Source: an optimization exercise on an open RTL-to-GDS flow (aim: small area, a short achievable clock period and few clock cycles per item). Production flows keep margins and buffers that such runs may drop.
Only the layout flow was run in this run; the RTL was not checked for function there.
Power figures rest on the tool's default switching activity, not on a simulated workload.

[flow/design.v]
package mem_pkg;
    localparam int MEM_DATA_W = 16;
    localparam int MEM_ADDR_W = 8;
    typedef enum logic [1:0] {
        S_IDLE,
        S_WAIT,
        S_RESP
    } state_t;
    localparam logic OP_RD = 1'b0;
    localparam logic OP_WR = 1'b1;
endpackage
module mem_resp_ram #(
    parameter int DATA_W = 16,
    parameter int DEPTH  = 256
) (
    input  logic                     clk,
    input  logic                     we,
    input  logic [$clog2(DEPTH)-1:0] idx,
    input  logic [DATA_W-1:0]        din,
    output logic [DATA_W-1:0]        dout
);
    logic [DATA_W-1:0] mem_q [DEPTH];
    always_ff @(posedge clk) begin
        if (we) begin
            mem_q[idx] <= din;
        end
        dout <= mem_q[idx];
    end
endmodule
import mem_pkg::*;
module mem_responder #(
    parameter int DATA_W  = MEM_DATA_W,
    parameter int ADDR_W  = MEM_ADDR_W,
    parameter int DEPTH   = 256,
    parameter int LATENCY = 2
) (
    input  logic              clk,
    input  logic              reset,
    input  logic              bus_read,
    input  logic              bus_write,
    input  logic [ADDR_W-1:0] bus_addr,
    input  logic [DATA_W-1:0] bus_wdata,
    output logic [DATA_W-1:0] bus_rdata,
    output logic              bus_rvalid,
    output logic              bus_wdone,
    output logic              bus_busy,
    output logic              bus_err
);
    localparam int              IDX_W    = $clog2(DEPTH);
    localparam int              CNT_W    = 3;
    localparam logic [CNT_W-1:0] CNT_LOAD = CNT_W'(LATENCY - 1);
    localparam bit BOUNDS_EN = 1'b0;
    mem_pkg::state_t   state_q, state_d;
    logic [CNT_W-1:0]  cnt_q, cnt_d;
    logic              op_q;
    logic [ADDR_W-1:0] addr_q;
    logic [DATA_W-1:0] wdata_q;
    logic [DATA_W-1:0] rdata_q;
    logic              accept;
    logic              oob;
    logic              rvalid, wdone, err, busy;
    logic              ram_we;
    logic [IDX_W-1:0]  ram_idx;
    logic [DATA_W-1:0] ram_dout;
    logic [DATA_W-1:0] rd_value;
    assign accept = (state_q == S_IDLE) && (bus_read || bus_write);
    assign oob    = BOUNDS_EN && ({1'b0, addr_q} >= (ADDR_W + 1)'(DEPTH));
    always_ff @(posedge clk) begin
        if (reset) begin
            state_q <= S_IDLE;
            cnt_q   <= '0;
            rdata_q <= '0;
        end else begin
            state_q <= state_d;
            cnt_q   <= cnt_d;
            if (rvalid) begin
                rdata_q <= rd_value;
            end
        end
    end
    always_ff @(posedge clk) begin
        if (accept) begin
            op_q    <= bus_write ? OP_WR : OP_RD;
            addr_q  <= bus_addr;
            wdata_q <= bus_wdata;
        end
    end
    always_comb begin
        state_d = state_q;
        cnt_d   = cnt_q;
        unique case (state_q)
            S_IDLE: begin
                if (accept) begin
                    cnt_d   = CNT_LOAD;
                    state_d = (LATENCY == 1) ? S_RESP : S_WAIT;
                end
            end
            S_WAIT: begin
                cnt_d = cnt_q - 1'b1;
                if (cnt_q == CNT_W'(1)) begin
                    state_d = S_RESP;
                end
            end
            S_RESP:  state_d = S_IDLE;
            default: state_d = S_IDLE;
        endcase
    end
    always_comb begin
        busy     = (state_q != S_IDLE);
        rvalid   = (state_q == S_RESP) && (op_q == OP_RD);
        wdone    = (state_q == S_RESP) && (op_q == OP_WR);
        err      = (state_q == S_RESP) && oob;
        ram_we   = wdone && !oob && !reset;
        rd_value = oob ? '0 : ram_dout;
        ram_idx  = (state_q == S_IDLE) ? bus_addr[IDX_W-1:0] : addr_q[IDX_W-1:0];
    end
    mem_resp_ram #(
        .DATA_W (DATA_W),
        .DEPTH  (DEPTH)
    ) u_ram (
        .clk  (clk),
        .we   (ram_we),
        .idx  (ram_idx),
        .din  (wdata_q),
        .dout (ram_dout)
    );
    assign bus_rdata  = rvalid ? rd_value : rdata_q;
    assign bus_rvalid = rvalid;
    assign bus_wdone  = wdone;
    assign bus_busy   = busy;
    assign bus_err    = err;
endmodule
[flow/constraint.sdc]
create_clock -name core_clock -period 5.5 [get_ports {clk}]
set_input_delay 1.1000 -clock core_clock [delete_from_list [all_inputs] [get_ports {clk}]]
set_output_delay 1.1000 -clock core_clock [all_outputs]
set_load 0.01 [all_outputs]
[flow/config.mk]
export PLATFORM = sky130hd
export DESIGN_NAME = mem_responder
export DESIGN_NICKNAME = mem_responder
export VERILOG_FILES = /design/flow/design.v
export SDC_FILE = /design/flow/constraint.sdc
export NUM_CORES = 4
export LEC_CHECK = 0
export CAP_MARGIN = 30
export CORE_MARGIN = 2
export CORE_UTILIZATION = 40
export SLEW_MARGIN = 50
export SYNTH_MEMORY_MAX_BITS = 16384
[flow/run.sh]
#!/bin/bash
# synth_recipe.tcl (not shown) runs the flow's synth.tcl, then flattens the netlist and writes it again
# the make line also repeats each setting of config.mk as NAME=value (left out here)
make -C /OpenROAD-flow-scripts/flow DESIGN_CONFIG=/design/flow/config.mk WORK_HOME=/design/flow/orfs CLKGATE_MAP_FILE= SYNTH_SCRIPT=/design/flow/synth_recipe.tcl finish
==> results.ini <==
[timing]
slew_headroom_pct=45.0
max_freq_ghz=0.212
finalSetupViolCount=0
finalHoldViolCount=0
setup_slack_ns=0.777
fin_crit_sh_pct=85.9
rsz0062_at_grt=no
fin_crit_ns=4.72
max_slew.worst_pin.slew_ns=0.816
slew_viol_final=0
skew_ns=0.0488

[clocking]
cts_resized=0
numCtsBuffers=403
cts.sinks=4158
clk_latency_ns=0.98
clock-root-buffer=clkbuf_16
cts_setup_buffers=0
clk_pin_slew_ns=0.06
cts_hold_buf=0
tritoncts=done
h-tree-depth=5
max-clock-path-buffers=4

[floorplan]
die_x_um=622
fp.dieH_um=622
num_rows=226
start_util_pct=40.2
die_area_um2=387000
core-area_um2=379000
io_pins=48

[setup_path]
worstPathCellList=nor2_8 -> clkinv_2 -> o21ai_4 -> buf_12 -> buf_4 -> nor2b_1 -> nand2_4 -> buf_4 -> nor2_1 -> buf_4
cp.required_ns=6.11
cpMostUsedCell=buf_4
cp_top_family=buffers and inverters
start_kind=register
critPathMaxFanout=27
cp_slowest_cell=nor2_8
critPathCaptureType=register
critical-path-max-stage-delay_ns=0.55
crit_arrival_ns=5.33
worstSetupPathType=register to register
cp.buffers_inverters=5

[logic_synthesis]
yosys.area.top_type=edfxtp_1
synth_top_area_share_pct=81.1
ys_types=43
synth_ff_type=edfxtp_1
synth_area_leaders=edfxtp_1, a22oi_1, a21oi_1
syn_area_per_cell_um2=17.7
seq_area_frac_synth_pct=81.5
yosys-top-cells-count=edfxtp_1, a22oi_1, a21oi_1
syn_area_um2=153000
synth_async_sr_flop_share_pct=0
syn_inst=8616
synth-seq-cells=4158
yosysMostFrequentCell=edfxtp_1
synth_edf_count=4121
synthesis.nets=8646
ys_warn_count=2

[grt]
use_met3_pct=4.11
antenna_found_initial=29
grt.total_usage_pct=22.6
grt_pass1_vias=85400
grt_start_max_net_pins=151
top_usage_layer=met2
grt_pass1_wl_um=639000
gr-total-overflow=0
grtUsageMet1_pct=31.4
use_met2_pct=35.6

[cells_and_area]
ff_latch_area_um2=124000
nNetsFinal=9257
layout.cells.non_filler=14600
fillCellCount=31500
area_growth_pct=17.1
final_layout_size_suffix_gt1_share_pct=16.4
multi_input_area_um2=26500

[pwr]
powerDensity_nw_per_um2=392
combPwrFrac_pct=9.5
swShare_pct=24.0
peakVddDrop_mv=0.270
switching_power_mw=16.8
intPower_mw=53.3
seq_power_share_pct=50.7
p_leak_nw=54.7
pwr-share-clk_pct=39.8

[placed_design]
place_congestion=0.862
post-place-cells=13800
hpwlAfterDp_um=268000
io_buffers=46
pre_cts_slack_ns=0.0704

[drt]
drt-pass1-iter-count=6
ant_nets=0
vias=89100
drt_iter0_drc=13300
routed_wl_um=453000
wl_per_cell_um=31.0
vias_per_cell=6.10
remaining_drc_errors=0

[job]
cap_violations=0

[hold_path]
min_path_type=register to register

[status]
status=timing/DRC/antenna clean

sequential cells by signal, indices dropped and copies added (netlist names):
name and flops:
addr_q 8, cnt_q 3, op_q 1, rdata_q 16, state_q 2, u_ram.dout 16
u_ram.mem_q 4096, wdata_q 16
kinds of logic after synthesis:
group / after synthesis / share of synthesized area (%)
and+or+nand+nor: 367 / 1.06
muxes: 16 / 0.118
AOI/OAI and AO/OA: 3416 / 15.4
buffers and inverters: 656 / 1.87
DFF: 4158 / 81.5
adders and majority gates: 2 / 0.0164
other: 1 / 0.00246
through the flow:
stage	util (%)	total power, mW	hold slack (ns)	setup TNS, ns	area [um2]
floorplan	-	39.5	0.417	0	153000
global placement	43.2	42.4	0.426	-6.22	164000
detailed placement	43.5	42.7	0.444	0	165000
CTS	47.0	70.2	0.466	0	178000
global route	47.1	71.8	0.483	0	179000
finish	47.1	70.1	0.469	0	179000
layout make-up:
cell class,count,share of cell area (%)
antenna,15,0.0210
clock buffer,489,5.96
sequential,4158,69.6
inverter,8,0.0175
clock inverter,255,1.49
tap,5016,3.51
timing repair buffer,854,4.57
multi-input combinational,3802,14.8
layer usage:
metal	vias up	wire, um
met5	-	118
met4	22	18700
met3	798	44100
met2	5064	211000
met1	45800	178000
li1	37400	-
final timing paths:
check | cells after the start | end | from | slack [ns]
setup / recovery | 10 | u_ram.mem_q[175][12]$_DFFE_PP_ | state_q[0]$_SDFFE_PP0P_ | 0.78
hold / removal | 1 | state_q[1]$_SDFFE_PP0P_ | cnt_q[2]$_SDFFE_PP0P_ | 0.47
setup reg to reg | 10 | u_ram.mem_q[175][12]$_DFFE_PP_ | state_q[0]$_SDFFE_PP0P_ | 0.78
hold reg to reg | 1 | state_q[1]$_SDFFE_PP0P_ | cnt_q[2]$_SDFFE_PP0P_ | 0.47
power groups by stage:
stage	clock network [mW]	registers, mW	logic (mW)
2_1_floorplan	0	36.6	2.91
4_1_cts	28.2	35.5	6.55
3_3_place_gp	0	36.2	6.24
3_5_place_dp	0	36.2	6.53
5_1_grt	29.4	35.5	6.98
6_report	27.9	35.5	6.67
placed cells by master, fill, tap and decap left out, drive strengths merged, types with 21 or more instances in the layout:
master         instances
clkbuf               489
buf                  807
o41ai                256
a21oi               1027
clkdlybuf4s50         46
dfxtp                 37
a41oi                 64
nor2                 263
bufinv                49
edfxtp              4121
nor2b                 21
a22oi               2048
clkinv               180
nand2                 25
inv                   21

==> port drivers added, routing unchanged <==
Ports are ideal in the flow. The routed layout listed here was re-timed in OpenROAD.
Step 1, drivers: a clkbuf_16 drives clk and a buf_2 each remaining input, both assumed.
Step 2 moves the port delays by t, midway between the first and last clock arrival at a register: inputs arrive t later, outputs are due t later. That takes back most of the time a late clock gives input paths.
Three values: ideal ports, drivers, drivers and shift; two values: the first two.
shift t [ns]: 1.059
setup WS [ns]: 0.777 / 0.777 / 0.074
worst setup path at the end: input to register
After both steps this run still meets setup and hold. The setup slack of this run moves by 0.000 ns with the drivers and by -0.703 ns with both steps.
